From an optimization exercise on the open Yosys and OpenROAD flow, aimed at small area; shortcuts taken in it are not production practice.
Only simulation tests tie the RTL to the original design; equivalence was not proved.
Power and IR drop assume default switching activity.

==> flow/design.v <==
module nrf_spi_responder (
   input  logic       CLOCK_50,
   input  logic       RESET,
   input  logic       NRF_SCK,
   input  logic       NRF_CSN,
   input  logic       NRF_MOSI,
   output logic       NRF_MISO,
   output logic       NRF_IRQ,
   input  logic       rx_wr_en,
   input  logic [7:0] rx_wr_data,
   input  logic       rx_commit,
   output logic       rx_full,
   input  logic       tx_rd_en,
   output logic [7:0] tx_rd_data,
   output logic       tx_avail
);
   localparam logic [1:0] StIdle = 2'd0, StCmd = 2'd1, StData = 2'd2, StIgnore = 2'd3;
   localparam logic [1:0] CmdRReg = 2'd0, CmdWReg = 2'd1, CmdRRx = 2'd2, CmdWTx = 2'd3;
   logic [1:0] sck_sync_q, mosi_sync_q, csn_sync_q;
   logic       sck_prev_q;
   always_ff @(posedge CLOCK_50) begin
      sck_sync_q  <= {sck_sync_q[0], NRF_SCK};
      mosi_sync_q <= {mosi_sync_q[0], NRF_MOSI};
      sck_prev_q  <= sck_sync_q[1];
   end
   always_ff @(posedge CLOCK_50 or posedge RESET) begin
      if (RESET) csn_sync_q <= 2'b11;
      else       csn_sync_q <= {csn_sync_q[0], NRF_CSN};
   end
   logic sck_s, csn_s, mosi_s, sck_rise, sck_fall;
   assign sck_s    = sck_sync_q[1];
   assign csn_s    = csn_sync_q[1];
   assign mosi_s   = mosi_sync_q[1];
   assign sck_rise = sck_s & ~sck_prev_q;
   assign sck_fall = ~sck_s & sck_prev_q;
   logic [1:0] state_q;
   logic [1:0] cmd_q;
   logic [2:0] bit_cnt_q;
   logic [6:0] shift_in_q;
   logic [7:0] shift_out_q;
   logic       miso_q;
   logic [4:0] addr_q;
   logic       addr_ovf_q;
   logic       rx_dr_q, tx_ds_q;
   logic       rx_full_q, rx_read_q;
   logic [5:0] rx_wr_ptr_q, rx_hwm_q;
   logic       tx_avail_q, tx_wrote_q;
   logic [5:0] tx_ptr_q;
   logic [7:0] tx_rd_data_q;
   logic [31:0][7:0] reg_q;
   logic [31:0][7:0] rx_buf_q;
   logic [31:0][7:0] tx_buf_q;
   logic idle, in_cmd, in_data, spi_start, spi_end, byte_done;
   assign idle      = (state_q == StIdle);
   assign in_cmd    = (state_q == StCmd);
   assign in_data   = (state_q == StData);
   assign spi_start = ~csn_s & idle;
   assign spi_end   = csn_s & ~idle;
   assign byte_done = sck_rise & (bit_cnt_q == 3'd7) & ~csn_s & ~idle;
   logic [7:0] rx_byte, status;
   logic       is_rreg, is_wreg, is_rrx, is_wtx, is_ftx, is_frx;
   assign rx_byte = {shift_in_q, mosi_s};
   assign status  = {1'b0, rx_dr_q, tx_ds_q, 1'b0, rx_full_q ? 3'b000 : 3'b111, tx_avail_q};
   assign is_rreg = (rx_byte[7:5] == 3'b000);
   assign is_wreg = (rx_byte[7:5] == 3'b001);
   assign is_rrx  = (rx_byte == 8'h61);
   assign is_wtx  = (rx_byte == 8'hA0) & ~tx_avail_q;
   assign is_ftx  = (rx_byte == 8'hE1);
   assign is_frx  = (rx_byte == 8'hE2);
   logic cmd_done, data_done, wreg_wr, wtx_wr, rrx_rd;
   assign cmd_done  = byte_done & in_cmd;
   assign data_done = byte_done & in_data;
   assign wreg_wr   = data_done & (cmd_q == CmdWReg);
   assign wtx_wr    = data_done & (cmd_q == CmdWTx) & (tx_ptr_q != 6'd0);
   assign rrx_rd    = data_done & (cmd_q == CmdRRx);
   logic [4:0] rd_addr, addr_next;
   logic       addr_carry;
   assign rd_addr = in_cmd ? {rx_byte[4:1], rx_byte[0] & ~rx_byte[6]} : addr_q;
   assign {addr_carry, addr_next} = rd_addr + {4'd0, ~(in_cmd & is_wreg)};
   logic [7:0] reg_rd, rx_rd, out_byte;
   logic [31:0] rd_sel;
   always_comb begin
      reg_rd = 8'h00;
      rx_rd  = 8'h00;
      for (int i = 0; i < 32; i++) begin
         rd_sel[i] = (rd_addr == 5'(i));
         reg_rd = reg_rd | ({8{rd_sel[i]}} & ((i == 7) ? status : reg_q[i]));
         rx_rd  = rx_rd  | ({8{rd_sel[i]}} & rx_buf_q[i]);
      end
   end
   logic sel_reg, sel_rx, rx_valid;
   assign sel_reg  = in_cmd ? is_rreg : in_data & (cmd_q == CmdRReg);
   assign sel_rx   = in_cmd ? is_rrx  : in_data & (cmd_q == CmdRRx);
   assign rx_valid = ~(in_data & addr_ovf_q) & ({1'b0, rd_addr} < rx_hwm_q);
   assign out_byte = (sel_reg ? reg_rd : 8'h00) | ((sel_rx & rx_valid) ? rx_rd : 8'h00);
   always_ff @(posedge CLOCK_50 or posedge RESET) begin
      if (RESET) state_q <= StIdle;
      else if (spi_start) state_q <= StCmd;
      else if (spi_end) state_q <= StIdle;
      else if (cmd_done) state_q <= (is_rreg | is_wreg | is_rrx | is_wtx) ? StData : StIgnore;
   end
   always_ff @(posedge CLOCK_50) begin
      if (spi_start) begin
         bit_cnt_q   <= 3'd0;
         shift_out_q <= {status[6:0], 1'b0};
         miso_q      <= status[7];
         rx_read_q   <= 1'b0;
         tx_wrote_q  <= 1'b0;
      end else if (spi_end) begin
         bit_cnt_q <= 3'd0;
         miso_q    <= 1'b0;
      end else if (!idle) begin
         if (sck_rise) begin
            shift_in_q <= rx_byte[6:0];
            bit_cnt_q  <= bit_cnt_q + 3'd1;
            if (bit_cnt_q == 3'd7) shift_out_q <= out_byte;
         end else if (sck_fall) begin
            miso_q      <= shift_out_q[7];
            shift_out_q <= {shift_out_q[6:0], 1'b0};
         end
      end
      if (cmd_done) begin
         cmd_q <= is_rreg ? CmdRReg : is_wreg ? CmdWReg : is_rrx ? CmdRRx : CmdWTx;
      end
      if (cmd_done | data_done) begin
         addr_q     <= addr_next;
         addr_ovf_q <= ~in_cmd & (addr_ovf_q | addr_carry);
      end
      if (rrx_rd) rx_read_q <= 1'b1;
      if (wtx_wr) tx_wrote_q <= 1'b1;
   end
   assign NRF_MISO = miso_q & ~idle;
   function automatic logic [7:0] reg_rst(int a);
      case (a)
         0:       reg_rst = 8'h08;
         1:       reg_rst = 8'h3F;
         2, 3, 4: reg_rst = 8'h03;
         5:       reg_rst = 8'h02;
         6:       reg_rst = 8'h0E;
         default: reg_rst = 8'h00;
      endcase
   endfunction
   logic rst_seen_q;
   always_ff @(posedge CLOCK_50 or posedge RESET) begin
      if (RESET) rst_seen_q <= 1'b1;
      else       rst_seen_q <= 1'b0;
   end
   for (genvar i = 0; i < 32; i++) begin : g_reg
      if (i == 7) begin : g_status
         always_ff @(posedge CLOCK_50) reg_q[i] <= 8'h00;
      end else begin : g_store
         logic       en;
         logic [7:0] d;
         assign en = rst_seen_q | (wreg_wr && addr_q == 5'(i));
         assign d  = (rx_byte & ~{8{rst_seen_q}}) | (reg_rst(i) & {8{rst_seen_q}});
         always_ff @(posedge CLOCK_50) begin
            if (en) reg_q[i] <= d;
         end
      end
   end
   logic rx_wr, rx_cm;
   assign rx_wr = ~rx_full_q & rx_wr_en & ~rx_wr_ptr_q[5];
   assign rx_cm = ~rx_full_q & rx_commit & (rx_wr_ptr_q != 6'd0);
   for (genvar i = 0; i < 32; i++) begin : g_rx
      always_ff @(posedge CLOCK_50) begin
         if (rx_wr && rx_wr_ptr_q[4:0] == 5'(i)) rx_buf_q[i] <= rx_wr_data;
      end
   end
   always_ff @(posedge CLOCK_50 or posedge RESET) begin
      if (RESET) begin
         rx_wr_ptr_q <= 6'd0;
         rx_hwm_q    <= 6'd0;
         rx_full_q   <= 1'b0;
         rx_dr_q     <= 1'b0;
      end else begin
         if (cmd_done && is_frx) begin
            rx_full_q   <= 1'b0;
            rx_wr_ptr_q <= 6'd0;
         end
         if (spi_end && rx_read_q) rx_full_q <= 1'b0;
         if (wreg_wr && addr_q == 5'd7 && rx_byte[6]) rx_dr_q <= 1'b0;
         if (rx_wr) begin
            rx_wr_ptr_q <= rx_wr_ptr_q + 6'd1;
            if (rx_wr_ptr_q == rx_hwm_q) rx_hwm_q <= rx_wr_ptr_q + 6'd1;
         end
         if (rx_cm) begin
            rx_full_q   <= 1'b1;
            rx_dr_q     <= 1'b1;
            rx_wr_ptr_q <= 6'd0;
         end
      end
   end
   always_ff @(posedge CLOCK_50) begin
      if (wtx_wr) tx_buf_q <= {rx_byte, tx_buf_q[31:1]};
   end
   logic [7:0] tx_rd;
   always_comb begin
      tx_rd = 8'h00;
      for (int i = 0; i < 32; i++)
         tx_rd = tx_rd | ({8{tx_ptr_q[4:0] == 5'(i)}} & tx_buf_q[i]);
   end
   logic tx_load, tx_pop;
   assign tx_load = spi_end & tx_wrote_q;
   assign tx_pop  = tx_rd_en & tx_avail_q;
   always_ff @(posedge CLOCK_50) begin
      if (cmd_done && is_wtx) tx_ptr_q <= 6'd32;
      else if (wtx_wr) tx_ptr_q <= tx_ptr_q - 6'd1;
      else if (tx_load || (tx_pop && !tx_ptr_q[5])) tx_ptr_q <= tx_ptr_q + 6'd1;
   end
   always_ff @(posedge CLOCK_50 or posedge RESET) begin
      if (RESET) begin
         tx_avail_q   <= 1'b0;
         tx_rd_data_q <= 8'h00;
         tx_ds_q      <= 1'b0;
      end else begin
         if (tx_pop) begin
            if (tx_ptr_q[5]) tx_avail_q <= 1'b0;
            else             tx_rd_data_q <= tx_rd;
         end
         if (cmd_done && is_ftx) tx_avail_q <= 1'b0;
         if (tx_load) begin
            tx_avail_q   <= 1'b1;
            tx_ds_q      <= 1'b1;
            tx_rd_data_q <= tx_rd;
         end
         if (wreg_wr && addr_q == 5'd7 && rx_byte[5]) tx_ds_q <= 1'b0;
      end
   end
   assign rx_full    = rx_full_q;
   assign tx_avail   = tx_avail_q;
   assign tx_rd_data = tx_rd_data_q;
   logic irq_q;
   always_ff @(posedge CLOCK_50 or posedge RESET) begin
      if (RESET) irq_q <= 1'b1;
      else       irq_q <= ~((rx_dr_q & ~reg_q[0][6]) | (tx_ds_q & ~reg_q[0][5]));
   end
   assign NRF_IRQ = irq_q;
endmodule
==> flow/flow/run.sh <==
#!/bin/bash
# Standard synthesis, then abc re-maps the logic between the registers for area (registers
# untouched), then the standard layout with a clock tree of small buffers in large clusters,
# without dummy loads.
set -euo pipefail
R=orfs/results/sky130hd/nrf_spi_responder/base
bash standard.sh synth > synth_standard.log 2>&1
cp $R/1_2_yosys.v $R/1_2_yosys_standard.v
export LIB=$FLOW_HOME/platforms/sky130hd/lib/sky130_fd_sc_hd__tt_025C_1v80.lib
export SEQ_CELLS="$(grep -oE 'sky130_fd_sc_hd__(df|edf|sdf|sedf|dl)[a-z0-9_]*' $R/1_2_yosys_standard.v | sort -u | tr '\n' ' ')"
export DONT_USE="$(sed -n '/DONT_USE_CELLS += /,/^#/p' $FLOW_HOME/platforms/sky130hd/config.mk | grep -oE 'sky130_fd_sc_hd__[a-z0-9_]+' | tr '\n' ' ')"
export IN_V=$R/1_2_yosys_standard.v OUT_V=$R/1_2_yosys.v TOP=$FLOW_TOP STAT_OUT=reabc_stat.txt
export ABC_SCRIPT=$PWD/flow/area.abc ABC_D=$(awk "BEGIN{print $FLOW_PERIOD_NS*1000}")
yosys -c flow/reabc.tcl > reabc.log 2>&1
export REMOVE_ABC_BUFFERS=1
export CTS_ARGS="-sink_clustering_enable -repair_clock_nets -buf_list sky130_fd_sc_hd__clkbuf_16 -sink_clustering_size 28 -sink_clustering_max_diameter 70 -dont_use_dummy_load"
bash standard.sh > standard.log 2>&1
==> flow/flow/area.abc <==
strash
dch
amap
topo
&get -n
&st
&dch
&nf -R 1000 -p
&put
topo
==> flow/flow/reabc.tcl <==
# Re-maps the combinational logic of the standard synthesis netlist for area. Every register
# instance of the standard synthesis is kept as it is (same name, same cell); only the cells
# between them are re-mapped by abc.
yosys -import
set lib $::env(LIB)
set seq_cells $::env(SEQ_CELLS)
read_liberty -ignore_miss_func $lib
read_verilog -sv $::env(IN_V)
hierarchy -top $::env(TOP)
setattr -mod -set keep_hierarchy 1 {*}$seq_cells
flatten
opt_clean -purge
set dont_use {}
foreach c $::env(DONT_USE) { lappend dont_use -dont_use $c }
abc -script $::env(ABC_SCRIPT) -liberty $lib {*}$dont_use -D $::env(ABC_D)
opt_clean -purge
splitnets
opt_clean -purge
hilomap -singleton -hicell sky130_fd_sc_hd__conb_1 HI -locell sky130_fd_sc_hd__conb_1 LO
insbuf -buf sky130_fd_sc_hd__buf_4 A X
# left out here: clean up, hide names made inside functions
yosys rename -hide {w:_*_.*}
select -module $::env(TOP)
tee -o $::env(STAT_OUT) stat -liberty $lib
select -clear
blackbox {*}$seq_cells
check
write_verilog -noattr -nohex -nodec -selected $::env(OUT_V)
==> flow/standard.sh <==
#!/bin/bash
# synth_recipe.tcl (not shown) runs the flow's synth.tcl, then flattens the netlist and writes it again
# the make line also repeats each setting of config.mk as NAME=value (left out here)
make -C /OpenROAD-flow-scripts/flow DESIGN_CONFIG=/design/flow/config.mk WORK_HOME=/design/flow/orfs CLKGATE_MAP_FILE= SYNTH_SCRIPT=/design/flow/synth_recipe.tcl "${@:-finish}"
==> flow/config.mk <==
export PLATFORM = sky130hd
export DESIGN_NAME = nrf_spi_responder
export DESIGN_NICKNAME = nrf_spi_responder
export VERILOG_FILES = /design/flow/design.v
export SDC_FILE = /design/flow/constraint.sdc
export NUM_CORES = 4
export LEC_CHECK = 0
export CAP_MARGIN = 20
export CORE_MARGIN = 2
export CORE_UTILIZATION = 40
export SLEW_MARGIN = 20
==> flow/constraint.sdc <==
create_clock -name core_clock -period 10.0 [get_ports {CLOCK_50}]
set_input_delay 2.0000 -clock core_clock [delete_from_list [all_inputs] [get_ports {CLOCK_50}]]
set_output_delay 2.0000 -clock core_clock [all_outputs]
set_load 0.01 [all_outputs]
==> metrics.yaml, run 1 <==
hpwl_um: 63300
portBuffers: 27
maxCapViolCount: 0
grt_usage_pct: 24.3
ff2ff_setup_slack_ns: 5.23
skew_ns: 0.101
tightest_slew_ns: 1.22
rsz0062_at_grt: "false"
crit_type: "flop to flop"
vias: 19000
finalCritPeriodShare_pct: 47.7
cts_tree: "done"
hold_class: "flop to flop"
crit_top_cell: "nand2_1"
cts_max_level: 2
cts_buffer_depth: 3
cp.required_ns: 10.37
crit_arrival_ns: 5.14
clk_latency_ns: 0.64
cts_buffers: 44
placed_area_um2: 32800
startpoint_type: "flop"
grt_pass1_wl_um: 136000
wl_per_cell_um: 32.3
post_cts_buffers: 0
place_congestion: 0.911
dr.pass1.iters: 9
p_leak_nw: 10.7
stdcell_area_um2: 33900
die_w_um: 281
cts_sinks: 830
netlist_area_um2: 30700
cts.hold.buffers_added: 0
clkTransAtPathRegs_ns: 0.11
wl_um: 96000
netlist_instances: 1803
drt_iter0_drc: 3707
hold_viol: 0
relSlewSlack_pct: 17.8
ys.warnings.count: 1
rows: 101
die_area_um2: 78900
nets: 1956
syn2layout_area_growth_pct: 10.7
cts_root_buf: "clkbuf_16"
start_util_pct: 40.4
fmax_mhz: 210
power_density_nw_per_um2: 190
final.setup.tns_ns: 0
slowest_stage: "o21ai_0"
viasPerCell: 6.39
pin_count: 28
core_um2: 75900
drive_gt1_share_pct: 8.26
critPathMaxStageDelay_ns: 0.55
cts_resized: 0
die_y_um: 281
crit_chain: "nor2b_1 -> nand2_1 -> o21ai_0 -> nor2_1 -> nand2_1 -> nor3_2 -> buf_4 -> a222oi_1 -> nand3_1 -> a221o_1 -> a221oi_1 -> nand4_1 -> nor2_1 -> a21oi_1 -> o221ai_1 -> nand2_1"
overflow: 0
ant_nets: 0
status: "no timing/DRC/antenna violations"
endpoint_kind: "flop"
drv_slew: 0
grt_start_max_net_pins: 175
drc: 0
cp_max_fo: 11
grt_pass1_vias: 18100
syn_area_per_cell_um2: 17.0
ir_drop_v: 0.000109
post-route-min-period_ns: 4.77
antenna_found_initial: 3
setup_viol: 0
[power by group]
part,leakage (nW),switching (mW),internal [mW]
clock,0.542,1.04,0.785
sequential,7.79,0.0379,3.87
combinational,2.33,0.512,0.202
total,10.7,1.59,4.85
[registers in the layout, indices dropped and copies added, names as in the netlist, 3 cells and up]
register / count
addr_q: 5
bit_cnt_q: 3
reg_q: 248
rx_buf_q: 256
rx_hwm_q: 6
rx_wr_ptr_q: 6
shift_in_q: 7
shift_out_q: 8
tx_buf_q: 256
tx_ptr_q: 6
tx_rd_data_q: 8
[cells in the final DEF (no fill, tap or decap), types with 11 or more instances in the layout]
| cell | n |
|---|---|
| or2_0 | 14 |
| a22o_1 | 31 |
| dfxtp_1 | 19 |
| nand2b_1 | 17 |
| edfxtp_1 | 781 |
| nand3_1 | 45 |
| nand4_1 | 58 |
| clkbuf_16 | 44 |
| nor2_1 | 134 |
| o21ai_0 | 28 |
| dfrtp_1 | 26 |
| o21bai_1 | 14 |
| a222oi_1 | 105 |
| buf_4 | 71 |
| nor3_1 | 22 |
| a21o_1 | 16 |
| a22oi_1 | 101 |
| xnor2_1 | 13 |
| a21oi_1 | 38 |
| a221oi_1 | 39 |
| nor2b_1 | 11 |
| nand2_1 | 147 |
| clkdlybuf4s50_1 | 19 |
[critical path, delay by kind of cell (launching register included)]
kind	cells	cell delay (ns)
flops	1	0.47
buf+inv	1	0.25
compound gates	6	1.79
simple gates	9	1.99
[per-stage QoR]
stage	utilization (%)	hold WS, ns	setup slack (ns)	total power, mW	instances
2_1_floorplan	-	0.310	1.93	4.33	1795
6_report	44.7	0.330	5.23	6.44	2971
3_3_place_gp	43.1	0.322	5.02	4.66	2923
4_1_cts	44.6	0.335	5.42	6.43	2967
5_1_grt	44.7	0.340	5.00	6.61	2968
3_5_place_dp	43.1	0.331	5.27	4.67	2923
[routing by layer]
metal	track usage, %	up-vias	wire, um
met3	4.96	232	11100
met4	10.4	0	4650
li1	-	7776	-
met5	0	-	0
met2	37.9	1420	43600
met1	33.1	9564	36600
[area by class of cell]
type / count / area (um^2)
Tap cell: 1030 / 1290
Clock buffer: 44 / 1100
Multi-Input combinational cell: 954 / 6120
Sequential cell: 830 / 24600
Antenna cell: 3 / 7.51
Inverter: 11 / 53.8
Timing Repair Buffer: 99 / 771
Fill cell: 6568 / 42000
[path summary, 6_finish.rpt]
path	to	startpoint	cells after the start
worst max-delay path	shift_out_q[6]	state_q[1]	16
worst min-delay path	mosi_sync_q[1]	mosi_sync_q[0]	0
worst max register to register	shift_out_q[6]	state_q[1]	16
worst min register to register	mosi_sync_q[1]	mosi_sync_q[0]	0
max in group asynchronous	rst_seen_q	RESET	3
min in group asynchronous	tx_rd_data_q[0]	RESET	3
==> inputs of run 2 (changes only) <==
--- a/flow/flow/run.sh
+++ b/flow/flow/run.sh
@@ -15,3 +15,3 @@
 export REMOVE_ABC_BUFFERS=1
-export CTS_ARGS="-sink_clustering_enable -repair_clock_nets -buf_list sky130_fd_sc_hd__clkbuf_16 -sink_clustering_size 28 -sink_clustering_max_diameter 70 -dont_use_dummy_load"
+export CTS_ARGS="-sink_clustering_enable -repair_clock_nets -buf_list sky130_fd_sc_hd__clkbuf_8 -sink_clustering_size 18 -sink_clustering_max_diameter 60 -dont_use_dummy_load"
 bash standard.sh > standard.log 2>&1
==> run 2 against run 1 <==
Against the previous run:
- still clean on timing, DRC and antenna
- synthesized area unchanged
- design area fell by 0.94%
- clock power decreased by 16%
- critical path depth unchanged
- worst hold slack gained 0.011 ns
- combinational power about the same
- wire length grew 0.48%
- via count up 0.42%
- flip-flop and latch count stayed put
- non-clock buffer count did not move
- core utilization is 0.42 points lower
- critical path type unchanged
- largest cell class unchanged
==> metrics.yaml, run 2 <==
status: "no timing/DRC/antenna violations"
hpwl_um: 63300
post_cts_buffers: 0
layout_commonest_cell: "edfxtp_1"
hold_start: "mosi_sync_q[0]"
maxCapViolCount: 0
clk_latency_ns: 0.75
post-route-min-period_ns: 4.56
core_um2: 75900
place_congestion: 0.911
netlist_instances: 1803
grt_pass1_vias: 18200
crit_arrival_ns: 5.07
finalCritPeriodShare_pct: 45.6
cp_max_fo: 11
ant_nets: 0
fmax_mhz: 219
drt_iter0_drc: 3633
viasPerCell: 6.39
p_switching_mw: 1.57
crit_type: "flop to flop"
syn_area_per_cell_um2: 17.0
drv_slew: 0
die_y_um: 281
syn2layout_area_growth_pct: 9.63
wl_per_cell_um: 32.3
grt_start_max_net_pins: 175
cts_max_level: 2
drc: 0
power_density_nw_per_um2: 183
cts_buffers: 57
hold_path_depth: 0
grt_usage_pct: 24.3
skew_ns: 0.142
pin_count: 28
placed_area_um2: 32800
wl_um: 96500
cts_resized: 0
p_leak_nw: 10.5
portBuffers: 27
die_w_um: 281
drive_gt1_share_pct: 8.87
reg_top3: "rx_buf_q (256), tx_buf_q (256), reg_q (248)"
start_util_pct: 40.4
r2r_cells: 16
cts.hold.buffers_added: 0
nets: 1969
cts_tree: "done"
dr.pass1.iters: 9
cp-startpoint: "state_q[1]"
r2r_end: "shift_out_q[6]"
cts_root_buf: "clkbuf_8"
antenna_found_initial: 4
cp.required_ns: 10.50
netlist_area_um2: 30700
final.setup.tns_ns: 0
p_int_mw: 4.58
endpoint_kind: "flop"
tightest_slew_ns: 1.21
cts_sinks: 830
setup_viol: 0
final_cell_mix: "edfxtp_1 (781), nand2_1 (147), nor2_1 (134), a222oi_1 (105), a22oi_1 (101)"
rows: 101
hold_class: "flop to flop"
ir_drop_v: 0.000115
die_area_um2: 78900
startpoint_type: "flop"
rsz0062_at_grt: "false"
crit-reg2reg-launch: "state_q[1]"
pwr-share-clk_pct: 24.9
overflow: 0
hold_viol: 0
grt_pass1_wl_um: 136000
stdcell_area_um2: 33600
switching_share_pct: 25.6
p_seq_share_pct: 63.5
ff2ff_setup_slack_ns: 5.44
cts_buffer_depth: 3
vias: 19100
clkTransAtPathRegs_ns: 0.09
worstHoldEndpoint: "mosi_sync_q[1]"
ys.warnings.count: 1
relSlewSlack_pct: 19.3
power_frac_comb_pct: 11.6
## run 2: power groups by stage
stage / Sequential [mW] / Clock, mW / Combinational [mW]
global route: 3.91 / 1.66 / 0.740
floorplan: 3.97 / 0 / 0.360
detailed placement: 3.98 / 0 / 0.691
finish: 3.90 / 1.53 / 0.713
global placement: 3.98 / 0 / 0.685
CTS: 3.90 / 1.55 / 0.692
## run 2: layer usage
metal / share of wire [%] / vias up / GRT usage, %
met2: 46 / 1434 / 38.3
met4: 4.6 / 2 / 9.52
met3: 12 / 226 / 5.03
met5: 0.0073 / - / 0
li1: - / 7781 / -
met1: 38 / 9628 / 33.1
## run 2: how the worst max path moves through the flow
stage,end,slack (ns),depth (start not counted)
6_report,shift_out_q[6],5.44,16
3_3_place_gp,rx_buf_q[141],5.02,4
3_5_place_dp,rx_buf_q[27],5.27,5
5_1_grt,shift_out_q[6],5.01,16
2_1_floorplan,tx_buf_q[0],1.93,4
4_1_cts,shift_out_q[3],5.45,15
## run 2: area by class of cell
class                           instances  area, um^2
Inverter                               11        53.8
Fill cell                            6604       42300
Tap cell                             1030        1290
Multi-Input combinational cell        954        6120
Clock buffer                           57         785
Antenna cell                            2        5.00
Timing Repair Buffer                   99         771
Sequential cell                       830       24600
## run 2: critical path, cell delays in order, from the launching register on
cell      delay [ns]
dfrtp_1         0.46
nor2b_1         0.50
nand2_1         0.14
o21ai_0         0.50
nor2_1          0.18
nand2_1         0.39
nor3_2          0.26
buf_4           0.25
a222oi_1        0.35
nand3_1         0.10
a221o_1         0.32
a221oi_1        0.24
nand4_1         0.13
nor2_1          0.14
a21oi_1         0.09
o221ai_1        0.21
nand2_1         0.07
## run 2: through the flow
step                      utilization (%)  hold slack, ns  total power, mW  worst slack [ns]  std cells
final                                44.3           0.341             6.15              5.44       2983
after global routing                 44.3           0.350             6.31              5.01       2982
after CTS                            44.2           0.341             6.14              5.45       2980
after detailed placement             43.1           0.331             4.67              5.27       2923
after global placement               43.1           0.322             4.66              5.02       2923
after floorplan                         -           0.310             4.33              1.93       1795
==> inputs of run 3 (changes only) <==
--- a/flow/config.mk
+++ b/flow/config.mk
@@ -9,3 +9,4 @@
 export CORE_MARGIN = 2
-export CORE_UTILIZATION = 40
+export CORE_UTILIZATION = 75
+export PLACE_DENSITY = 0.86
 export SLEW_MARGIN = 20
==> run 3 against run 2 <==
Against the previous run:
- critical path depth decreased by 4
- worst hold slack improved by 0.0053 ns
- synthesized cell count unchanged
- die area decreased by 46%
- global-route usage increased by 20 points
- flip-flop and latch count unchanged
- count of clock-buffer cells in the layout decreased by 4
- first-iteration DRC count increased by 29%
- synthesized area unchanged
- sequential share of layout area increased by 1.6 points
- via count increased by 4.2%
- critical path type unchanged
==> metrics.yaml, run 3 <==
status: "no timing/DRC/antenna violations"
drv_slew: 0
netlist_area_um2: 30700
syn_area_per_cell_um2: 17.0
hpwl_um: 59900
pin_count: 28
grt_pass1_vias: 18800
p_switching_mw: 1.58
die_area_um2: 42500
cts_buffer_depth: 3
grt_start_max_net_pins: 183
crit_cells: 12
crit_family: "compound AO/OA/AOI/OAI gates"
cp.buffers_inverters: 0
dr.pass1.iters: 10
cts_tree: "done"
clk_latency_ns: 0.74
pwr-share-clk_pct: 24.0
post-route-min-period_ns: 5.13
netlist_instances: 1803
cts_root_buf: "clkbuf_8"
critPathMaxStageDelay_ns: 0.84
p_seq_share_pct: 63.8
post_cts_buffers: 0
startpoint_type: "flop"
rows: 74
crit_arrival_ns: 5.59
slowest_stage: "a2111oi_0"
cp.required_ns: 10.46
cts_resized: 0
core_um2: 40600
fmax_mhz: 195
start_util_pct: 75.6
hold_class: "flop to flop"
p_leak_nw: 10.5
reg_top3: "rx_buf_q (256), tx_buf_q (256), reg_q (248)"
cts_sinks: 830
nets: 1957
die_y_um: 206
cts_max_level: 2
grt_pass1_wl_um: 129000
fill_cells: 1995
overflow: 0
tightest_slew_ns: 1.25
place_congestion: 1.04
switching_share_pct: 25.7
layout_commonest_cell: "edfxtp_1"
cp_max_fo: 11
setup_viol: 0
cts.hold.buffers_added: 0
finalCritPeriodShare_pct: 51.3
rsz0062_at_grt: "false"
final.setup.tns_ns: 0
wl_per_cell_um: 36.8
crit_chain: "nor2b_1 -> nand2_1 -> o21ai_0 -> nor2_1 -> nand2_1 -> nor2_1 -> a221oi_1 -> nand4_1 -> a221oi_1 -> nand4_1 -> a2111oi_0 -> o21ai_0"
vias: 19900
ys.warnings.count: 1
drc: 0
syn2layout_area_growth_pct: 7.35
stdcell_area_um2: 32900
maxCapViolCount: 0
skew_ns: 0.0769
endpoint_kind: "flop"
placed_area_um2: 32100
ant_nets: 0
ir_drop_v: 0.000145
layout_setup_ws_ns: 4.87
power_frac_comb_pct: 12.2
r2r_cells: 12
grt_usage_pct: 43.9
drive_gt1_share_pct: 8.05
pre_cts_ws_ns: 5.05
drt_iter0_drc: 4684
hold_viol: 0
die_w_um: 206
power_density_nw_per_um2: 186
relSlewSlack_pct: 16.2
crit_type: "flop to flop"
antenna_found_initial: 1
wl_um: 91000
hold_path_depth: 0
viasPerCell: 8.04
portBuffers: 27
final_cell_mix: "edfxtp_1 (781), nand2_1 (147), nor2_1 (129), a222oi_1 (105), a22oi_1 (102)"
cts_buffers: 53
clkTransAtPathRegs_ns: 0.11
total_power_mw: 6.12
p_int_mw: 4.55
run 3: layout make-up:
| cell class | count | area, um^2 | area share, % |
|---|---|---|---|
| well taps | 532 | 666 | 2.02 |
| multi-input cells | 954 | 6130 | 18.6 |
| repair buffers | 91 | 751 | 2.28 |
| flip-flops and latches | 830 | 24600 | 74.7 |
| diodes | 1 | 2.50 | 0.00760 |
| inverters | 11 | 53.8 | 0.163 |
| clock buffers | 53 | 729 | 2.22 |
run 3: path summary, 6_finish.rpt:
kind | start | endpoint | slack, ns
max | state_q[0] | shift_out_q[7] | 4.87
min | sck_sync_q[0] | sck_sync_q[1] | 0.35
max reg2reg | state_q[0] | shift_out_q[7] | 4.87
min reg2reg | sck_sync_q[0] | sck_sync_q[1] | 0.35
max in group asynchronous | RESET | irq_q | 7.87
min in group asynchronous | RESET | tx_rd_data_q[2] | 1.68
run 3: power by group through the flow:
stage,Clock [mW],Combinational (mW),Sequential [mW]
5_1_grt,1.54,0.754,3.91
2_1_floorplan,0,0.360,3.97
3_3_place_gp,0,0.676,3.97
6_report,1.47,0.746,3.90
4_1_cts,1.44,0.694,3.90
3_5_place_dp,0,0.692,3.98
run 3: worst register-to-register path, delay by kind of cell (launching register included):
family	cells	cell delay (ns)
DFF	1	0.47
AOI/OAI and AO/OA	5	2.31
and+or+nand+nor	7	2.10
run 3: per-layer routing:
layer / part of all wire, % / up-vias / global-route usage [%]
met5: 0.014 / - / 0
met4: 7.6 / 2 / 24.0
met3: 18 / 515 / 15.8
met2: 44 / 2260 / 64.6
met1: 31 / 9346 / 58.3
li1: - / 7753 / -
run 3: metrics by stage:
step / instances / utilization, % / hold slack, ns
after floorplan: 1795 / - / 0.310
after global placement: 2416 / 79.1 / 0.350
after detailed placement: 2417 / 79.2 / 0.347
after CTS: 2470 / 81.0 / 0.364
after global routing: 2471 / 81.2 / 0.370
final: 2472 / 81.2 / 0.347
==> inputs of run 4 (changes only) <==
--- a/flow/config.mk
+++ b/flow/config.mk
@@ -9,4 +9,4 @@
 export CORE_MARGIN = 2
-export CORE_UTILIZATION = 75
-export PLACE_DENSITY = 0.86
+export CORE_UTILIZATION = 60
+export PLACE_DENSITY = 0.72
 export SLEW_MARGIN = 20
==> run 4 against run 3 <==
Against the previous run:
- still clean
- combinational power fell by 2%
- cell count is 5.7% higher
- die area rose by 24%
- register-to-register slack worse by 0.15 ns
- via count is 3.3% lower
- worst hold slack got worse by 0.017 ns
- count of clock-buffer cells in the layout increased by 1
- highest routed layer unchanged
==> metrics.yaml, run 4 <==
status: "no timing/DRC/antenna violations"
overflow: 0
ant_nets: 0
finalCritPeriodShare_pct: 52.8
startpoint_type: "flop"
final.setup.tns_ns: 0
clk_latency_ns: 0.72
p_switching_mw: 1.57
core_um2: 50300
final_cell_mix: "edfxtp_1 (781), nand2_1 (147), nor2_1 (135), a222oi_1 (105), a22oi_1 (101)"
antenna_cells: 0
hold_class: "flop to flop"
power_frac_comb_pct: 12.0
tightest_slew_ns: 1.30
grt_pass1_wl_um: 130000
stdcell_count: 2613
r2r_end: "shift_out_q[7]"
syn2layout_area_growth_pct: 7.85
endpoint_kind: "flop"
dr.pass1.iters: 7
layout_commonest_cell: "edfxtp_1"
start_util_pct: 61.0
cts_sinks: 830
cts_buffer_depth: 3
maxCapViolCount: 0
r2r_cells: 12
hold_viol: 0
crit-reg2reg-launch: "state_q[0]"
rsz0062_at_grt: "false"
ff2ff_setup_slack_ns: 4.72
hold_path_depth: 0
p_int_mw: 4.55
setup_viol: 0
fmax_mhz: 189
netlist_instances: 1803
critPathMaxStageDelay_ns: 0.66
post_cts_buffers: 0
wl_um: 90400
dpl.cell_count: 2559
crit_type: "flop to flop"
cts_resized: 0
crit_arrival_ns: 5.74
clkTransAtPathRegs_ns: 0.11
grt_usage_pct: 34.5
ys.warnings.count: 1
die_w_um: 230
slowest_stage: "nor2b_1"
switching_share_pct: 25.7
pwr-share-clk_pct: 24.3
whs_ns: 0.330
cp_max_fo: 11
cts_max_level: 2
cts_root_buf: "clkbuf_8"
relSlewSlack_pct: 13.2
cp.required_ns: 10.47
ir_drop_v: 0.000139
crit_chain: "nor2b_1 -> nand2_1 -> o21ai_0 -> nor2_1 -> nand2_1 -> nor2_1 -> a221oi_1 -> nand4_1 -> a221oi_1 -> nand4_1 -> a2111oi_0 -> o21ai_0"
hold_start: "mosi_sync_q[0]"
pin_count: 28
grt_start_max_net_pins: 164
die_y_um: 230
reg_top3: "rx_buf_q (256), tx_buf_q (256), reg_q (248)"
power_density_nw_per_um2: 185
nets: 1959
worstHoldEndpoint: "mosi_sync_q[1]"
hpwl_um: 59300
rows: 82
viasPerCell: 7.36
netlist_area_um2: 30700
syn_area_per_cell_um2: 17.0
drc: 0
antenna_found_initial: 1
vias: 19200
portBuffers: 27
drv_slew: 0
p_leak_nw: 10.5
grt_pass1_vias: 18300
drive_gt1_share_pct: 8.19
cts.hold.buffers_added: 0
place_congestion: 0.995
die_area_um2: 52900
cts_buffers: 54
wl_per_cell_um: 34.6
skew_ns: 0.0898
cts_tree: "done"
post-route-min-period_ns: 5.28
drt_iter0_drc: 3924
p_seq_share_pct: 63.7
-- run 4: layer usage --
layer	track usage, %	share of wire [%]
met1	48.6	35
met2	52.3	45
met3	8.99	15
met4	13.9	4.9
met5	0	0.010
-- run 4: how the worst max path moves through the flow --
stage / startpoint / to
6_report: state_q[0] / shift_out_q[7]
3_5_place_dp: rx_wr_en / rx_buf_q[141]
4_1_cts: state_q[0] / shift_out_q[7]
2_1_floorplan: tx_ptr_q[3] / tx_buf_q[0]
3_3_place_gp: rx_wr_en / rx_buf_q[174]
5_1_grt: state_q[0] / shift_out_q[7]
-- run 4: power groups by stage --
stage / sequential [mW] / clock (mW) / combinational [mW]
CTS: 3.90 / 1.48 / 0.700
floorplan: 3.97 / 0 / 0.360
global route: 3.91 / 1.61 / 0.758
finish: 3.90 / 1.49 / 0.734
global placement: 3.98 / 0 / 0.686
detailed placement: 3.98 / 0 / 0.698
-- run 4: final cells by class --
class / count / area (um^2)
clock buffers: 54 / 743
repair buffers: 92 / 741
flip-flops and latches: 830 / 24600
inverters: 11 / 48.8
multi-input cells: 954 / 6110
well taps: 672 / 841
fillers: 3486 / 17200
-- run 4: stage by stage --
| step | power, mW | utilization (%) | setup slack [ns] | instance area (um^2) |
|---|---|---|---|---|
| 3_5_place_dp | 4.68 | 64.2 | 5.00 | 32300 |
| 6_report | 6.13 | 65.8 | 4.72 | 33100 |
| 3_3_place_gp | 4.66 | 64.1 | 5.17 | 32200 |
| 4_1_cts | 6.08 | 65.7 | 5.06 | 33000 |
| 5_1_grt | 6.27 | 65.8 | 4.57 | 33100 |
| 2_1_floorplan | 4.33 | - | 1.93 | 30600 |
-- run 4: worst max-delay path, delay by kind of cell, from the launching register on --
| family | cells | cell delay, ns |
|---|---|---|
| flip-flops | 1 | 0.48 |
| AO/OA/AOI/OAI | 5 | 2.38 |
| AND/OR/NAND/NOR | 7 | 2.17 |
==> inputs of run 5 (changes only) <==
--- a/flow/flow/run.sh
+++ b/flow/flow/run.sh
@@ -14,3 +14,3 @@
 yosys -c flow/reabc.tcl > reabc.log 2>&1
-export REMOVE_ABC_BUFFERS=1
+export REMOVE_ABC_BUFFERS=0
 export CTS_ARGS="-sink_clustering_enable -repair_clock_nets -buf_list sky130_fd_sc_hd__clkbuf_8 -sink_clustering_size 18 -sink_clustering_max_diameter 60 -dont_use_dummy_load"
==> flow/flow/area.abc (replaced) <==
strash
dch
amap
topo
&get -n
&st
&dch
&nf -R 1000 -p
&put
topo
buffer -c
upsize -c
dnsize -c
==> run 5 against run 4 <==
Against the previous run:
- still clean
- clock power grew 3%
- synthesized cell count grew 2.8%
- sequential power about the same
- cell count rose by 0.50%
- core utilization decreased by 0.96 points
- first-iteration DRC count up 5.5%
- fmax is 11% higher
- combinational power shrank 0.8%
- largest cell class unchanged
==> metrics.yaml, run 5 <==
status: "no timing/DRC/antenna violations"
wl_per_cell_um: 34.2
die_w_um: 231
cts.hold.buffers_added: 0
core_um2: 51200
power_density_nw_per_um2: 186
grt_start_max_net_pins: 102
crit_type: "flop to flop"
syn_area_per_cell_um2: 16.7
maxCapViolCount: 0
die_y_um: 231
hold_class: "flop to flop"
drc: 0
critPathMaxStageDelay_ns: 0.92
ir_drop_v: 0.000127
multi_input_area_um2: 6160
post_cts_buffers: 0
slowest_stage: "buf_4"
crit_family: "buffers and inverters"
final.setup.tns_ns: 0
tightest_slew_ns: 1.24
vias: 19400
cts_resized: 0
cts_max_level: 2
layout_commonest_cell: "edfxtp_1"
netlist_area_um2: 31000
viasPerCell: 7.39
fill_cells: 3480
antenna_cells: 0
cts_root_buf: "clkbuf_8"
dr.pass1.iters: 8
grt_pass1_wl_um: 129000
overflow: 0
finalCritPeriodShare_pct: 47.5
hold_viol: 0
fmax_mhz: 210
r2r_cells: 8
endpoint_kind: "flop"
rows: 83
nets: 1964
skew_ns: 0.142
cp.buffers_inverters: 3
cp.required_ns: 10.33
ff2ff_setup_slack_ns: 5.25
drive_gt1_share_pct: 9.71
wl_um: 89700
crit_top_cell: "buf_4"
start_util_pct: 60.5
cp_max_fo: 101
clkTransAtPathRegs_ns: 0.10
clk_latency_ns: 0.77
cts_tree: "done"
rsz0062_at_grt: "false"
r2r_end: "tx_buf_q[179]"
placed_area_um2: 32400
crit-reg2reg-launch: "sck_sync_q[1]"
portBuffers: 27
crit_cells: 8
reg_top3: "rx_buf_q (256), tx_buf_q (256), reg_q (248)"
ant_nets: 0
post-route-min-period_ns: 4.75
grt_usage_pct: 34.0
crit_arrival_ns: 5.09
hold_path_depth: 0
seqCellArea_um2: 24600
grt_pass1_vias: 18400
p_leak_nw: 10.6
crit_chain: "nor2b_1 -> nand2b_1 -> nor2_1 -> nand2_1 -> or3_1 -> inv_8 -> buf_4 -> buf_4"
total_power_mw: 6.16
worstHoldEndpoint: "mosi_sync_q[1]"
startpoint_type: "flop"
cts_sinks: 830
hold_start: "mosi_sync_q[0]"
die_area_um2: 53500
ys.warnings.count: 1
setup_viol: 0
cts_buffer_depth: 3
hpwl_um: 59000
drt_iter0_drc: 4139
syn2layout_area_growth_pct: 7.14
pin_count: 28
antenna_found_initial: 3
final_cell_mix: "edfxtp_1 (781), nand2_1 (146), nor2_1 (135), a222oi_1 (105), a22oi_1 (101)"
drv_slew: 0
place_congestion: 1.05
cts_buffers: 57
netlist_instances: 1854
stdcell_area_um2: 33200
relSlewSlack_pct: 17.1
run 5: cell count changes in the layout (fill, tap and decap cells not counted), moves of 3 or more:
| cell | change |
|---|---|
| and2_0 | -4 |
| and2_1 | +4 |
| buf_4 | +3 |
| clkbuf_8 | +3 |
| clkinv_1 | -10 |
| inv_1 | +10 |
| mux2_1 | -3 |
| mux2_2 | +3 |
| or2_0 | -14 |
| or2_2 | +14 |
run 5: per-stage QoR:
stage	cells	worst slack, ns	util, %	hold slack [ns]
6_report	2626	5.25	64.8	0.327
5_1_grt	2626	4.89	64.8	0.342
4_1_cts	2626	5.27	64.7	0.334
3_5_place_dp	2569	5.13	63.2	0.319
3_3_place_gp	2568	5.25	63.2	0.319
2_1_floorplan	1854	2.63	-	0.310
run 5: per-layer routing:
metal / vias up / track usage, % / wire length, um
met3: 336 / 8.86 / 12900
li1: 7757 / - / -
met5: - / 0 / 45
met4: 6 / 16.3 / 5150
met1: 9496 / 46.9 / 31400
met2: 1810 / 51.0 / 40200
run 5: cell type report:
cell class              count  area share [%]
clock buffers              57            2.36
inverters                  11           0.147
flip-flops and latches    830            74.1
repair buffers             94            2.27
well taps                 680            2.56
multi-input cells         954            18.6
run 5: how the worst max path moves through the flow:
| stage | slack, ns | endpoint | start |
|---|---|---|---|
| 6_report | 5.25 | tx_buf_q[179] | sck_sync_q[1] |
| 5_1_grt | 4.89 | tx_buf_q[179] | sck_sync_q[1] |
| 4_1_cts | 5.27 | tx_buf_q[75] | sck_sync_q[1] |
| 3_5_place_dp | 5.13 | rx_buf_q[210] | rx_wr_en |
| 3_3_place_gp | 5.25 | rx_buf_q[208] | rx_wr_en |
| 2_1_floorplan | 2.63 | tx_ptr_q[1] | sck_sync_q[1] |
run 5: report_power, final:
group / total, mW / leakage [nW] / switching (mW) / internal (mW)
Clock: 1.53 / 0.410 / 1.02 / 0.509
Combinational: 0.728 / 2.38 / 0.519 / 0.209
Sequential: 3.90 / 7.79 / 0.0380 / 3.87
==> inputs of run 6 (changes only) <==
--- a/flow/flow/run.sh
+++ b/flow/flow/run.sh
@@ -14,4 +14,5 @@
 yosys -c flow/reabc.tcl > reabc.log 2>&1
-export REMOVE_ABC_BUFFERS=0
-export CTS_ARGS="-sink_clustering_enable -repair_clock_nets -buf_list sky130_fd_sc_hd__clkbuf_8 -sink_clustering_size 18 -sink_clustering_max_diameter 60 -dont_use_dummy_load"
+export REMOVE_ABC_BUFFERS=1
+export BUFFER_PORTS_ARGS="-buffer_cell sky130_fd_sc_hd__buf_1"
+export CTS_ARGS="-sink_clustering_enable -repair_clock_nets -buf_list sky130_fd_sc_hd__clkbuf_8 -sink_clustering_size 16 -sink_clustering_max_diameter 50 -dont_use_dummy_load"
 bash standard.sh > standard.log 2>&1
==> flow/flow/area.abc (replaced) <==
strash
dch
amap
topo
&get -n
&st
&dch
&nf -R 1000 -p
&put
topo
==> run 6 against run 5 <==
Against the previous run:
- global-route usage increased by 0.25 points
- sequential power about the same
- critical endpoint is now shift_out_q[7]
- synthesized area decreased by 1.0%
- wire length increased by 0.26%
- non-clock buffer count increased by 1
- highest routed layer is now met4
- cell count increased by 0.30%
- still clean on timing, DRC and antenna
- flip-flop and latch count unchanged
- clock skew decreased by 0.061 ns
- fmax decreased by 8.0%
- critical path depth increased by 5
- synthesized cell count decreased by 2.8%
==> metrics.yaml, run 6 <==
tightest_slew_ns: 1.27
clk_latency_ns: 0.70
cts_root_buf: "clkbuf_8"
crit_arrival_ns: 5.59
fill_cells: 3452
cp.required_ns: 10.42
core_um2: 50300
vias: 19400
viasPerCell: 7.37
drv_slew: 0
grt_start_max_net_pins: 162
layout_commonest_cell: "edfxtp_1"
rows: 82
hpwl_um: 57700
ys.warnings.count: 1
start_util_pct: 61.0
hold_viol: 0
endpoint_kind: "flop"
cts.hold.buffers_added: 0
ir_drop_v: 0.000134
portBuffers: 27
syn2layout_area_growth_pct: 8.31
worstHoldEndpoint: "sck_prev_q"
nets: 1979
total_power_mw: 6.31
drt_iter0_drc: 3975
syn_area_per_cell_um2: 17.0
cp_max_fo: 11
die_y_um: 230
relSlewSlack_pct: 15.3
cts_resized: 0
hold_class: "flop to flop"
cts_tree: "done"
clkTransAtPathRegs_ns: 0.08
post_cts_buffers: 0
dr.pass1.iters: 9
wl_um: 89900
final_cell_mix: "edfxtp_1 (781), nand2_1 (147), nor2_1 (131), a222oi_1 (105), a22oi_1 (101)"
netlist_instances: 1803
die_area_um2: 52900
place_congestion: 0.954
finalCritPeriodShare_pct: 51.7
crit-reg2reg-launch: "state_q[0]"
skew_ns: 0.0808
netlist_area_um2: 30700
rsz0062_at_grt: "false"
whs_ns: 0.314
final.setup.tns_ns: 0
p_leak_nw: 10.5
status: "no timing/DRC/antenna violations"
antenna_found_initial: 1
post-route-min-period_ns: 5.17
pin_count: 28
cts_max_level: 3
fmax_mhz: 193
r2r_end: "shift_out_q[7]"
ff2ff_setup_slack_ns: 4.83
drive_gt1_share_pct: 9.13
startpoint_type: "flop"
r2r_cells: 13
hold_path_depth: 0
crit_type: "flop to flop"
wl_per_cell_um: 34.1
cts_sinks: 830
grt_pass1_vias: 18700
reg_top3: "rx_buf_q (256), tx_buf_q (256), reg_q (248)"
power_density_nw_per_um2: 190
maxCapViolCount: 0
cts_buffers: 71
overflow: 0
die_w_um: 230
grt_usage_pct: 34.2
setup_viol: 0
hold_start: "sck_sync_q[1]"
cts_buffer_depth: 3
drc: 0
ant_nets: 0
grt_pass1_wl_um: 129000
run 6: per-layer routing:
metal	up-vias	global-route usage [%]	part of all wire (%)
met5	-	0	0
met1	9537	46.7	35
li1	7799	-	-
met3	328	9.51	15
met4	0	16.6	5.5
met2	1753	51.5	45
run 6: layout make-up:
class | instances | area [um^2] | area share [%]
Antenna cell | 1 | 2.50 | 0.00753
Clock buffer | 71 | 977 | 2.94
Inverter | 11 | 48.8 | 0.147
Multi-Input combinational cell | 954 | 6130 | 18.5
Sequential cell | 830 | 24600 | 74.0
Tap cell | 672 | 841 | 2.53
Timing Repair Buffer | 95 | 623 | 1.88
run 6: how the worst max path moves through the flow:
stage,slack (ns),start,to,cells after the start
after global placement,5.07,state_q[0],shift_out_q[7],13
after CTS,5.10,state_q[0],shift_out_q[7],13
after detailed placement,5.07,state_q[0],shift_out_q[7],13
after floorplan,1.93,tx_ptr_q[3],tx_buf_q[0],4
after global routing,4.64,state_q[0],shift_out_q[7],13
final,4.83,state_q[0],shift_out_q[7],13
run 6: worst max-delay path, cell delays in order (launching register included):
cell       delay (ns)
dfrtp_1          0.42
nor2b_1          0.54
nand2_1          0.13
o21ai_0          0.66
nor2_1           0.28
nand2_1          0.46
nor2_1           0.36
buf_4            0.28
a222oi_1         0.37
nand4_1          0.14
a221oi_1         0.40
nand4_1          0.16
a2111oi_0        0.59
o21ai_0          0.14
run 6: stage by stage:
stage | area, um^2 | instances | utilization, % | setup slack [ns]
after global placement | 32100 | 2558 | 63.9 | 5.07
after global routing | 33200 | 2634 | 66.1 | 4.64
after CTS | 33100 | 2631 | 65.9 | 5.10
final | 33200 | 2634 | 66.1 | 4.83
after detailed placement | 32200 | 2560 | 64.0 | 5.07
after floorplan | 30600 | 1795 | - | 1.93
run 6: power by group:
part | switching [mW] | leakage, nW | internal, mW | total [mW]
registers | 0.0358 | 7.79 | 3.87 | 3.90
clock network | 1.05 | 0.510 | 0.637 | 1.68
logic | 0.533 | 2.22 | 0.198 | 0.730
==> inputs of run 7 (changes only) <==
--- a/flow/flow/run.sh
+++ b/flow/flow/run.sh
@@ -16,3 +16,3 @@
 export BUFFER_PORTS_ARGS="-buffer_cell sky130_fd_sc_hd__buf_1"
-export CTS_ARGS="-sink_clustering_enable -repair_clock_nets -buf_list sky130_fd_sc_hd__clkbuf_8 -sink_clustering_size 16 -sink_clustering_max_diameter 50 -dont_use_dummy_load"
+export CTS_ARGS="-sink_clustering_enable -repair_clock_nets -buf_list sky130_fd_sc_hd__clkbuf_16 -sink_clustering_size 30 -sink_clustering_max_diameter 60 -dont_use_dummy_load"
 bash standard.sh > standard.log 2>&1
==> run 7 against run 6 <==
Against the previous run:
- clock skew is 0.018 ns lower
- still clean on timing, DRC and antenna
- first-iteration DRC count is 0.91% lower
- sequential power hardly changed
- non-clock buffer count stayed put
- register-to-register slack better by 0.07 ns
- largest power group unchanged
- clock power is 11% higher
- via count is 0.35% lower
- global-route usage is 0.31 points lower
==> metrics.yaml, run 7 <==
skew_ns: 0.0625
clkTransAtPathRegs_ns: 0.07
dr.pass1.iters: 9
tightest_slew_ns: 1.26
wl_um: 89400
cts_max_level: 2
crit_type: "flop to flop"
rows: 82
cts_sinks: 830
placed_area_um2: 32200
grt_usage_pct: 33.9
cts.hold.buffers_added: 0
place_congestion: 0.954
startpoint_type: "flop"
layout_setup_ws_ns: 4.90
slowest_stage: "o21ai_0"
drt_iter0_drc: 3939
overflow: 0
portBuffers: 27
die_y_um: 230
antenna_cells: 0
critPathMaxStageDelay_ns: 0.63
endpoint_kind: "flop"
crit_arrival_ns: 5.44
rsz0062_at_grt: "false"
finalCritPeriodShare_pct: 51.0
syn_area_per_cell_um2: 17.0
drive_gt1_share_pct: 8.05
p_leak_nw: 10.6
clk_latency_ns: 0.62
nets: 1955
viasPerCell: 7.42
grt_pass1_vias: 18400
cts_tree: "done"
drc: 0
whs_ns: 0.325
die_area_um2: 52900
crit_chain: "nor2b_1 -> nand2_1 -> o21ai_0 -> nor2_1 -> nand2_1 -> nor2_1 -> buf_4 -> a22oi_1 -> nand3_1 -> a221o_1 -> a221oi_1 -> nand4_1 -> nor2_1 -> a21oi_1 -> o221ai_1 -> nand2_1"
wl_per_cell_um: 34.3
status: "no timing/DRC/antenna violations"
cts_buffers: 47
hold_viol: 0
netlist_area_um2: 30700
cts_root_buf: "clkbuf_16"
vias: 19300
cts_resized: 0
fmax_mhz: 196
post-route-min-period_ns: 5.10
cp.required_ns: 10.34
fin_util_pct: 66.5
grt_start_max_net_pins: 162
layout_commonest_cell: "edfxtp_1"
stdcell_area_um2: 33400
final_cell_mix: "edfxtp_1 (781), nand2_1 (147), nor2_1 (130), a222oi_1 (105), a22oi_1 (101)"
hold_class: "flop to flop"
reg_top3: "rx_buf_q (256), tx_buf_q (256), reg_q (248)"
grt_pass1_wl_um: 128000
post_cts_buffers: 0
cp_max_fo: 11
cts_buffer_depth: 3
setup_viol: 0
die_w_um: 230
start_util_pct: 61.0
final.setup.tns_ns: 0
antenna_found_initial: 1
relSlewSlack_pct: 15.4
maxCapViolCount: 0
pre_cts_ws_ns: 5.07
ir_drop_v: 0.000172
core_um2: 50300
pin_count: 28
syn2layout_area_growth_pct: 8.96
ant_nets: 0
netlist_instances: 1803
power_density_nw_per_um2: 195
ys.warnings.count: 1
drv_slew: 0
hpwl_um: 57700
-- run 7: area by class of cell --
type,instances,area [um^2]
multi-input combinational,954,6130
tap,672,841
clock buffer,47,1180
sequential,830,24600
fill,3436,16900
timing repair buffer,95,623
inverter,11,48.8
-- run 7: routing by layer --
| layer | part of all wire (%) | track usage [%] |
|---|---|---|
| met1 | 35 | 46.5 |
| met2 | 45 | 51.5 |
| met3 | 15 | 9.00 |
| met4 | 5.4 | 15.5 |
| met5 | 0 | 0 |
-- run 7: worst paths after layout --
path	slack (ns)	start	end	cells past startpoint
worst max-delay path	4.90	state_q[0]	shift_out_q[6]	16
worst min-delay path	0.33	mosi_sync_q[0]	mosi_sync_q[1]	0
worst max register to register	4.90	state_q[0]	shift_out_q[6]	16
worst min register to register	0.33	mosi_sync_q[0]	mosi_sync_q[1]	0
max in group asynchronous	8.12	RESET	irq_q	3
min in group asynchronous	1.47	RESET	rx_wr_ptr_q[5]	3
-- run 7: metrics by stage --
stage / power (mW) / cells
3_3_place_gp: 4.66 / 2558
4_1_cts: 6.46 / 2607
5_1_grt: 6.65 / 2609
2_1_floorplan: 4.33 / 1795
3_5_place_dp: 4.67 / 2560
6_report: 6.51 / 2609
-- run 7: power by group --
group	leakage, nW	internal, mW	switching (mW)
combinational	2.22	0.198	0.535
clock	0.579	0.835	1.04
sequential	7.79	3.87	0.0359
-- run 7: critical path: cells and delay by family, from the launching register on --
kind,cells,cell delay (ns)
flip-flops,1,0.43
buffers and inverters,1,0.28
AND/OR/NAND/NOR,9,2.28
AO/OA/AOI/OAI,6,1.85
==> inputs of run 8 (changes only) <==
--- a/flow/flow/run.sh
+++ b/flow/flow/run.sh
@@ -16,3 +16,3 @@
 export BUFFER_PORTS_ARGS="-buffer_cell sky130_fd_sc_hd__buf_1"
-export CTS_ARGS="-sink_clustering_enable -repair_clock_nets -buf_list sky130_fd_sc_hd__clkbuf_16 -sink_clustering_size 30 -sink_clustering_max_diameter 60 -dont_use_dummy_load"
+export CTS_ARGS="-sink_clustering_enable -repair_clock_nets -buf_list sky130_fd_sc_hd__clkbuf_8 -sink_clustering_size 20 -sink_clustering_max_diameter 50 -dont_use_dummy_load"
 bash standard.sh > standard.log 2>&1
==> run 8 against run 7 <==
Against the previous run:
- still clean
- sequential share of layout area rose by 0.56 points
- global-route usage rose by 0.22 points
- count of clock-buffer cells in the layout rose by 19
- critical endpoint unchanged
- highest routed layer is now met5
==> metrics.yaml, run 8 <==
status: "no timing/DRC/antenna violations"
crit-reg2reg-launch: "state_q[0]"
ff2ff_setup_slack_ns: 4.75
finalCritPeriodShare_pct: 52.5
drt_iter0_drc: 3867
skew_ns: 0.0755
cts_sinks: 830
wl_per_cell_um: 34.1
core_um2: 50300
r2r_end: "shift_out_q[6]"
dr.pass1.iters: 7
clk_latency_ns: 0.69
reg_top3: "rx_buf_q (256), tx_buf_q (256), reg_q (248)"
fill_cells: 3460
crit_arrival_ns: 5.64
p_leak_nw: 10.5
post-route-min-period_ns: 5.25
die_y_um: 230
cts_tree: "done"
crit_type: "flop to flop"
overflow: 0
cts_resized: 0
dpl.cell_count: 2560
setup_viol: 0
grt_pass1_wl_um: 128000
grt_usage_pct: 34.1
slowest_stage: "o21ai_0"
endpoint_kind: "flop"
syn2layout_area_growth_pct: 8.13
ir_drop_v: 0.000131
die_area_um2: 52900
crit_cells: 16
grt_pass1_vias: 18600
cts_max_level: 3
hpwl_um: 57700
relSlewSlack_pct: 19.9
cp.buffers_inverters: 1
pin_count: 28
hold_viol: 0
cp-endpoint: "shift_out_q[6]"
rsz0062_at_grt: "false"
nets: 1976
hold_class: "flop to flop"
stdcell_count: 2631
drv_slew: 0
vias: 19500
maxCapViolCount: 0
startpoint_type: "flop"
cp-startpoint: "state_q[0]"
post_cts_buffers: 0
drc: 0
cts_root_buf: "clkbuf_8"
critPathMaxStageDelay_ns: 0.66
cp.required_ns: 10.39
cts_buffer_depth: 3
die_w_um: 230
final.setup.tns_ns: 0
antenna_found_initial: 2
drive_gt1_share_pct: 8.99
rows: 82
cts_buffers: 66
ant_nets: 0
syn_area_per_cell_um2: 17.0
tightest_slew_ns: 1.20
place_congestion: 0.954
wl_um: 89600
crit_family: "simple AND/OR/NAND/NOR gates"
fmax_mhz: 190
r2r_cells: 16
cp_max_fo: 11
portBuffers: 27
crit_chain: "nor2b_1 -> nand2_1 -> o21ai_0 -> nor2_1 -> nand2_1 -> nor2_1 -> buf_4 -> a22oi_1 -> nand3_1 -> a221o_1 -> a221oi_1 -> nand4_1 -> nor2_1 -> a21oi_1 -> o221ai_1 -> nand2_1"
start_util_pct: 61.0
power_density_nw_per_um2: 189
viasPerCell: 7.40
cts.hold.buffers_added: 0
final_cell_mix: "edfxtp_1 (781), nand2_1 (147), nor2_1 (131), a222oi_1 (105), a22oi_1 (101)"
ys.warnings.count: 1
layout_commonest_cell: "edfxtp_1"
netlist_area_um2: 30700
netlist_instances: 1803
clkTransAtPathRegs_ns: 0.08
grt_start_max_net_pins: 162
==> run 8: layout make-up <==
class,instances,area (um^2),share of cell area [%]
antenna,1,2.50,0.00755
clock buffer,66,908,2.74
inverter,11,48.8,0.147
multi-input combinational,954,6130,18.5
sequential,830,24600,74.2
tap,672,841,2.54
timing repair buffer,97,638,1.92
==> run 8: worst min path at each step <==
stage,endpoint,from,cells past startpoint,slack [ns]
floorplan,mosi_sync_q[1],mosi_sync_q[0],0,0.31
global placement,mosi_sync_q[1],mosi_sync_q[0],0,0.32
detailed placement,mosi_sync_q[1],mosi_sync_q[0],0,0.32
CTS,mosi_sync_q[1],mosi_sync_q[0],0,0.33
global route,mosi_sync_q[1],mosi_sync_q[0],0,0.34
finish,mosi_sync_q[1],mosi_sync_q[0],0,0.33
==> run 8: metal layers <==
metal | GRT usage (%) | wire length, um | vias to the layer above
met5 | 0 | 7 | -
met4 | 15.3 | 4970 | 2
met3 | 9.39 | 13100 | 349
met2 | 51.8 | 40200 | 1751
met1 | 46.7 | 31300 | 9586
li1 | - | - | 7792
==> run 8: per-stage QoR <==
step                      worst slack (ns)  cell area (um^2)  hold WS [ns]  power [mW]  utilization [%]
after floorplan                       1.93             30600         0.310        4.33                -
after global placement                5.07             32100         0.316        4.66             63.9
after detailed placement              5.07             32200         0.319        4.67             64.0
after CTS                             5.04             33100         0.332        6.21             65.8
after global routing                  4.58             33200         0.343        6.39             66.0
final                                 4.75             33200         0.327        6.26             66.0
==> run 8: power breakdown <==
group	internal, mW	leakage, nW	total, mW	switching [mW]
Sequential	3.87	7.79	3.90	0.0360
Clock	0.594	0.475	1.62	1.03
Combinational	0.198	2.23	0.731	0.533
==> inputs of run 9 (changes only) <==
--- a/flow/flow/run.sh
+++ b/flow/flow/run.sh
@@ -16,3 +16,3 @@
 export BUFFER_PORTS_ARGS="-buffer_cell sky130_fd_sc_hd__buf_1"
-export CTS_ARGS="-sink_clustering_enable -repair_clock_nets -buf_list sky130_fd_sc_hd__clkbuf_8 -sink_clustering_size 20 -sink_clustering_max_diameter 50 -dont_use_dummy_load"
+export CTS_ARGS="-sink_clustering_enable -repair_clock_nets -buf_list sky130_fd_sc_hd__clkbuf_8 -sink_clustering_size 18 -sink_clustering_max_diameter 55 -dont_use_dummy_load"
 bash standard.sh > standard.log 2>&1
==> flow/flow/area.abc (replaced) <==
strash
dch
amap
topo
&get -n
&st
&dch
&nf -R 1000 -p
&put
topo
stime -c
upsize -c
dnsize -c
==> run 9 against run 8 <==
Against the previous run:
- non-clock buffer count up 1
- largest cell class unchanged
- die area up 0.33%
- cell count down 0.30%
- critical path type unchanged
- sequential power about the same
- sequential share of layout area up 0.18 points
- clock power down 6%
- global-route usage down 0.14 points
- core utilization down 0.29 points
- count of clock-buffer cells in the layout down 9
==> metrics.yaml, run 9 <==
wl_um: 90000
die_y_um: 230
rsz0062_at_grt: "false"
cp.required_ns: 10.63
reg_top3: "rx_buf_q (256), tx_buf_q (256), reg_q (248)"
pin_count: 28
cts_tree: "done"
netlist_instances: 1803
drt_iter0_drc: 4220
netlist_area_um2: 30800
grt_start_max_net_pins: 178
cts_max_level: 2
maxCapViolCount: 0
critPathMaxStageDelay_ns: 0.93
crit_type: "flop to flop"
layout_commonest_cell: "edfxtp_1"
hpwl_um: 58700
drc: 0
cts_buffers: 57
grt_usage_pct: 34.0
hold_class: "flop to flop"
viasPerCell: 7.38
die_w_um: 230
start_util_pct: 61.1
syn_area_per_cell_um2: 17.1
syn2layout_area_growth_pct: 7.51
cts_resized: 0
cts.hold.buffers_added: 0
tightest_slew_ns: 1.28
cp_max_fo: 19
antenna_found_initial: 0
clk_latency_ns: 0.72
fmax_mhz: 245
crit_arrival_ns: 4.71
layout_setup_ws_ns: 5.92
portBuffers: 27
ant_nets: 0
dr.pass1.iters: 10
wl_per_cell_um: 34.3
crit_top_cell: "nor2_1"
final.setup.tns_ns: 0
drv_slew: 0
die_area_um2: 53100
place_congestion: 0.978
setup_viol: 0
nets: 1968
ir_drop_v: 0.000158
crit_chain: "nand2b_4 -> nor2_2 -> a22oi_4 -> nand2b_1 -> nor2_1 -> buf_4 -> a222oi_1 -> nand2_1 -> a221oi_1 -> nand4_1 -> nor2_1 -> a21oi_1 -> o22ai_1 -> o21ai_0"
post_cts_buffers: 0
cts_sinks: 830
status: "no timing/DRC/antenna violations"
finalCritPeriodShare_pct: 40.8
skew_ns: 0.0729
p_leak_nw: 10.5
startpoint_type: "flop"
grt_pass1_wl_um: 128000
cts_root_buf: "clkbuf_8"
vias: 19300
cts_buffer_depth: 3
endpoint_kind: "flop"
fill_cells: 3454
hold_viol: 0
clkTransAtPathRegs_ns: 0.12
ys.warnings.count: 1
core_um2: 50400
rows: 82
post-route-min-period_ns: 4.08
grt_pass1_vias: 18500
slowest_stage: "nor2_1"
final_cell_mix: "edfxtp_1 (781), nand2_1 (145), nor2_1 (130), a222oi_1 (105), a22oi_1 (101)"
pre_cts_ws_ns: 5.78
relSlewSlack_pct: 14.5
overflow: 0
drive_gt1_share_pct: 9.13
power_density_nw_per_um2: 186
-- run 9: report_power, final --
group	leakage (nW)	total [mW]	internal (mW)	switching, mW
Clock	0.410	1.53	0.510	1.02
Sequential	7.79	3.90	3.87	0.0393
Combinational	2.27	0.737	0.206	0.531
-- run 9: routing by layer --
layer | GRT usage [%] | vias up | part of all wire (%)
li1 | - | 7771 | -
met2 | 51.1 | 1758 | 45
met3 | 8.34 | 316 | 14
met4 | 15.6 | 0 | 5.5
met5 | 0 | - | 0
met1 | 47.6 | 9501 | 36
-- run 9: final timing paths --
check,from,endpoint,slack [ns],cells past startpoint
setup / recovery,state_q[1],shift_out_q[5],5.92,14
hold / removal,mosi_sync_q[0],mosi_sync_q[1],0.37,0
setup reg to reg,state_q[1],shift_out_q[5],5.92,14
hold reg to reg,mosi_sync_q[0],mosi_sync_q[1],0.37,0
max in group asynchronous,RESET,rst_seen_q,8.22,3
min in group asynchronous,RESET,tx_rd_data_q[2],1.36,3
-- run 9: cell type report --
cell class,instances,area [um^2],area share [%]
Sequential cell,830,24600,74.3
Multi-Input combinational cell,954,6180,18.7
Tap cell,672,841,2.54
Clock buffer,57,785,2.37
Timing Repair Buffer,98,633,1.91
Inverter,11,53.8,0.163
Antenna cell,1,2.50,0.00756
-- run 9: per-stage QoR --
stage | hold WS (ns) | util (%) | power [mW] | instance area [um^2] | std cells
2_1_floorplan | 0.310 | - | 4.35 | 30700 | 1795
6_report | 0.369 | 65.7 | 6.17 | 33100 | 2623
3_5_place_dp | 0.342 | 64.0 | 4.68 | 32200 | 2564
5_1_grt | 0.372 | 65.7 | 6.30 | 33100 | 2622
3_3_place_gp | 0.350 | 64.0 | 4.67 | 32200 | 2564
4_1_cts | 0.379 | 65.6 | 6.13 | 33000 | 2621
-- run 9: worst max-delay path: cells and delay by family (launching register included) --
kind	cells	cell delay, ns
AO/OA/AOI/OAI	6	1.20
buffers and inverters	1	0.38
flip-flops	1	0.52
AND/OR/NAND/NOR	7	1.91

==> static timing again, ports no longer ideal <==
The results above use ideal ports. As a check the final layouts listed here were re-extracted and re-timed, cells and wires unchanged.
Step 1: set_driving_cell puts a clkbuf_16 on CLOCK_50 and a buf_2 on each other input, an assumption about the parent block.
Step 2 adds t to the input delays and takes it off the output delays; t is the mean of the earliest and latest rising clock arrival at the registers after step 1. Input paths then give back, and output paths get back, about the clock's delay inside the block.
Three values: ideal, step 1, step 2; two values: the first two.
run	shift t [ns]	setup WS [ns]	hold WS [ns]	latest minus earliest clock arrival (ns)
run 1	0.659	5.230 / 5.230 / 5.149	0.330 / 0.330 / 0.330	0.108 / 0.107
run 2	0.752	5.437 / 5.437 / 5.132	0.341 / 0.341 / 0.341	0.151 / 0.151
run 3	0.753	4.872 / 4.872 / 4.872	0.347 / 0.347 / 0.347	0.077 / 0.078
run 4	0.739	4.723 / 4.723 / 4.723	0.330 / 0.330 / 0.330	0.097 / 0.096
run 5	0.754	5.245 / 5.245 / 5.245	0.327 / 0.327 / 0.327	0.142 / 0.142
run 6	0.723	4.829 / 4.829 / 4.829	0.314 / 0.314 / 0.314	0.082 / 0.082
run 7	0.665	4.902 / 4.902 / 4.902	0.325 / 0.325 / 0.325	0.081 / 0.080
run 8	0.710	4.749 / 4.749 / 4.749	0.327 / 0.327 / 0.327	0.087 / 0.087
run 9	0.752	5.920 / 5.920 / 5.637	0.369 / 0.369 / 0.369	0.088 / 0.087
After both steps setup and hold are still met in every run listed. The setup slack of run 2, which loses most, moves by 0.000 ns with the drivers and by -0.305 ns with both steps.
